This is an optimization exercise on Yosys and OpenROAD, whose aim is small area, not a production implementation.
RTL that was checked went through simulation tests only; none was proved equivalent to the original.
Power is estimated from default activity; no workload was simulated.

## rev 12
Design param_bus_datapath, start of the top module:
module param_bus_datapath #(
  parameter  int DATA_W   = 32,
  parameter  int NREG     = 16,
  parameter  int ADDR_W   = 9,
  parameter  int MAX_WAIT = 15,
  localparam int SRC_W    = param_bus_datapath_pkg::src_w(NREG)
) (
  input  logic                clk,
  input  logic                clr,
  input  logic [SRC_W-1:0]    bus_src,
  input  logic [NREG-1:0]     reg_in,
  input  logic                hi_in,
  input  logic                lo_in,
  input  logic                pc_in,
  input  logic                ir_in,
  input  logic                y_in,
  input  logic                z_in,
  input  logic                mar_in,
  input  logic                mdr_in,
  input  logic                con_in,
  input  logic                out_in,
  input  logic                ba_mode,
  input  logic [DATA_W-1:0]   ext_bus,
  output logic [DATA_W-1:0]   alu_a,
  output logic [DATA_W-1:0]   alu_b,
  input  logic [2*DATA_W-1:0] alu_res,
  input  logic                mem_rd,
  input  logic                mem_wr,
  output logic                mem_req,
  output logic                mem_we,
  output logic [ADDR_W-1:0]   mem_addr,
  output logic [DATA_W-1:0]   mem_wdata,
  input  logic [DATA_W-1:0]   mem_rdata,
  input  logic                mem_ack,
  output logic                mem_busy,
  output logic                mem_done,
  output logic                mem_err,
  input  logic [DATA_W-1:0]   in_data,
  input  logic                in_strobe,
  output logic [DATA_W-1:0]   out_port,
  output logic [DATA_W-1:0]   ir_out,
  output logic                con_out
);
export LEC_CHECK = 0
export CAP_MARGIN = 20
export CORE_MARGIN = 2
export CORE_UTILIZATION = 60
export SETUP_SLACK_MARGIN = 0.1
export SLEW_MARGIN = 20
export SYNTH_HIERARCHICAL = 1
create_clock -name core_clock -period 5.0 [get_ports {clk}]
standard.sh (not shown) runs the stock make flow with config.mk's settings and CLKGATE_MAP_FILE= SYNTH_SCRIPT=/design/flow/synth_recipe.tcl, a recipe that flattens the netlist after the stock synthesis.
==> flow/flow/run.sh <==
#!/bin/bash
# Own layout flow: the standard ORFS flow, with
#  - port buffers made from the smallest plain buffer instead of delay cells,
#  - clock tree built without dummy balancing loads, from mid-size buffers.
# Each ORFS step writes its full log under orfs/logs/; make's own output
# goes to flow_make.log here.
set -euo pipefail
bash standard.sh \
  BUFFER_PORTS_ARGS="-buffer_cell sky130_fd_sc_hd__buf_1" \
  CTS_ARGS="-sink_clustering_enable -repair_clock_nets -dont_use_dummy_load -buf_list sky130_fd_sc_hd__clkbuf_16 -sink_clustering_size 32 -sink_clustering_max_diameter 80" \
  finish > flow_make.log 2>&1
Rev 12 finished every step from synthesis to the final layout, and the layout passed the timing, design-rule and antenna checks.
For rev 13, these inputs were changed with respect to rev 12:
--- a/flow/flow/run.sh
+++ b/flow/flow/run.sh
@@ -10 +10 @@
-  CTS_ARGS="-sink_clustering_enable -repair_clock_nets -dont_use_dummy_load -buf_list sky130_fd_sc_hd__clkbuf_16 -sink_clustering_size 32 -sink_clustering_max_diameter 80" \
+  CTS_ARGS="-sink_clustering_enable -repair_clock_nets -dont_use_dummy_load -buf_list sky130_fd_sc_hd__clkbuf_8 -sink_clustering_size 18 -sink_clustering_max_diameter 60" \
Findings:
Rev 13 finished every step from synthesis to the final layout, and the layout passed the timing, design-rule and antenna checks.
Rev 12 did not stop at any stage, and its layout met the timing, design-rule and antenna checks.
On rev 13: area fraction of clock buffers and clock inverters is 0.35 points lower than what rev 12 gave.
Portion of total power attributed to the clock network: rev 13 and rev 12 compared, lower one is rev 13
Delta (rev 13 minus rev 12): total design power moved down; proportion of cell area occupied by multi-input gates about even.
From rev 12 to rev 13 the numbers moved as follows: post-route worst setup slack dropped 0.089 ns; sequential cell area share climbed 0.18 points; area overhead of the layout relative to synthesis dropped 0.37 points; met3 track demand over resource climbed 1.1 points; upper clock frequency limit dropped 3.9 MHz.
Relative to rev 12, the per-cell routed wire length measured on rev 13 has decreased slightly.
Between rev 12 and rev 13, the area of the placeable core figures differ only marginally.

========
param_bus_datapath, a different RTL version from the one above (not shown whole).
For scale: roughly 3400 cells after synthesis, about 870 flip-flops, roughly 370 I/O pins, ~33000 µm² of cells after synthesis.
Settings: LEC_CHECK=0, CAP_MARGIN=20, CORE_MARGIN=2, CORE_UTILIZATION=60, SETUP_SLACK_MARGIN=0.1, SLEW_MARGIN=20, SYNTH_HIERARCHICAL=1; clock period 5.0 ns.
==> flow/flow/run.sh <==
#!/bin/bash
# Own layout flow: the standard ORFS flow, with
#  - port buffers made from the smallest plain buffer instead of delay cells,
#  - clock tree built without dummy balancing loads, from mid-size buffers.
# Each ORFS step writes its full log under orfs/logs/; make's own output
# goes to flow_make.log here.
set -euo pipefail
bash standard.sh \
  BUFFER_PORTS_ARGS="-buffer_cell sky130_fd_sc_hd__buf_1" \
  CTS_ARGS="-sink_clustering_enable -repair_clock_nets -dont_use_dummy_load -buf_list sky130_fd_sc_hd__clkbuf_8 -sink_clustering_size 21 -sink_clustering_max_diameter 45" \
  finish > flow_make.log 2>&1
Rerun with:
--- a/flow/flow/run.sh
+++ b/flow/flow/run.sh
@@ -9,3 +9,3 @@
   BUFFER_PORTS_ARGS="-buffer_cell sky130_fd_sc_hd__buf_1" \
-  CTS_ARGS="-sink_clustering_enable -repair_clock_nets -dont_use_dummy_load -buf_list sky130_fd_sc_hd__clkbuf_8 -sink_clustering_size 21 -sink_clustering_max_diameter 45" \
+  CTS_ARGS="-sink_clustering_enable -repair_clock_nets -dont_use_dummy_load -buf_list sky130_fd_sc_hd__clkbuf_8 -sink_clustering_size 18 -sink_clustering_max_diameter 60" \
   finish > flow_make.log 2>&1
Design area goes down by 1.3%.
Core utilization goes down by 0.86 points.
Via count goes down by 0.50%.
Critical path depth stays the same.
Clock power goes down by 18%.
Fmax goes up by 0.36%.
No functional check of the RTL was part of any run of this note.

-- static timing again, ports no longer ideal --
No port has a modelled driver above. Below, the same layouts with a new extraction and two added sets of constraints. Step 1 assumes that a clkbuf_16 drives the clock port and a buf_2 every other input. Step 2 moves the port delays by t, midway between the first and last clock arrival at a register: inputs arrive t later, outputs are due t later. That takes back most of the time a late clock gives input paths. Slacks: ideal / step 1 / step 2; pairs: ideal / step 1.
| run | t (ns) | setup WS [ns] | worst setup path at the end | worst data-port slew with drivers (ns) | cell pins on the clock port's net |
|---|---|---|---|---|---|
| rev 12 | 0.661 | 0.256 / 0.225 / 0.225 | input to output | 0.14 | 1 |
| rev 13 | 0.768 | 0.167 / 0.136 / 0.136 | input to output | 0.14 | 1 |
| the first run of note 2 | 0.746 | 0.232 / 0.179 / -0.240 | input to register | 0.10 | 1 |
| the second run of note 2 | 0.754 | 0.249 / 0.204 / -0.228 | input to register | 0.11 | 1 |
Met with ideal ports but missed after step 2: setup timing in the first run of note 2 and the second run of note 2. For the second run of note 2, which loses most, drivers alone change the setup slack by -0.045 ns; drivers and shift together by -0.477 ns.
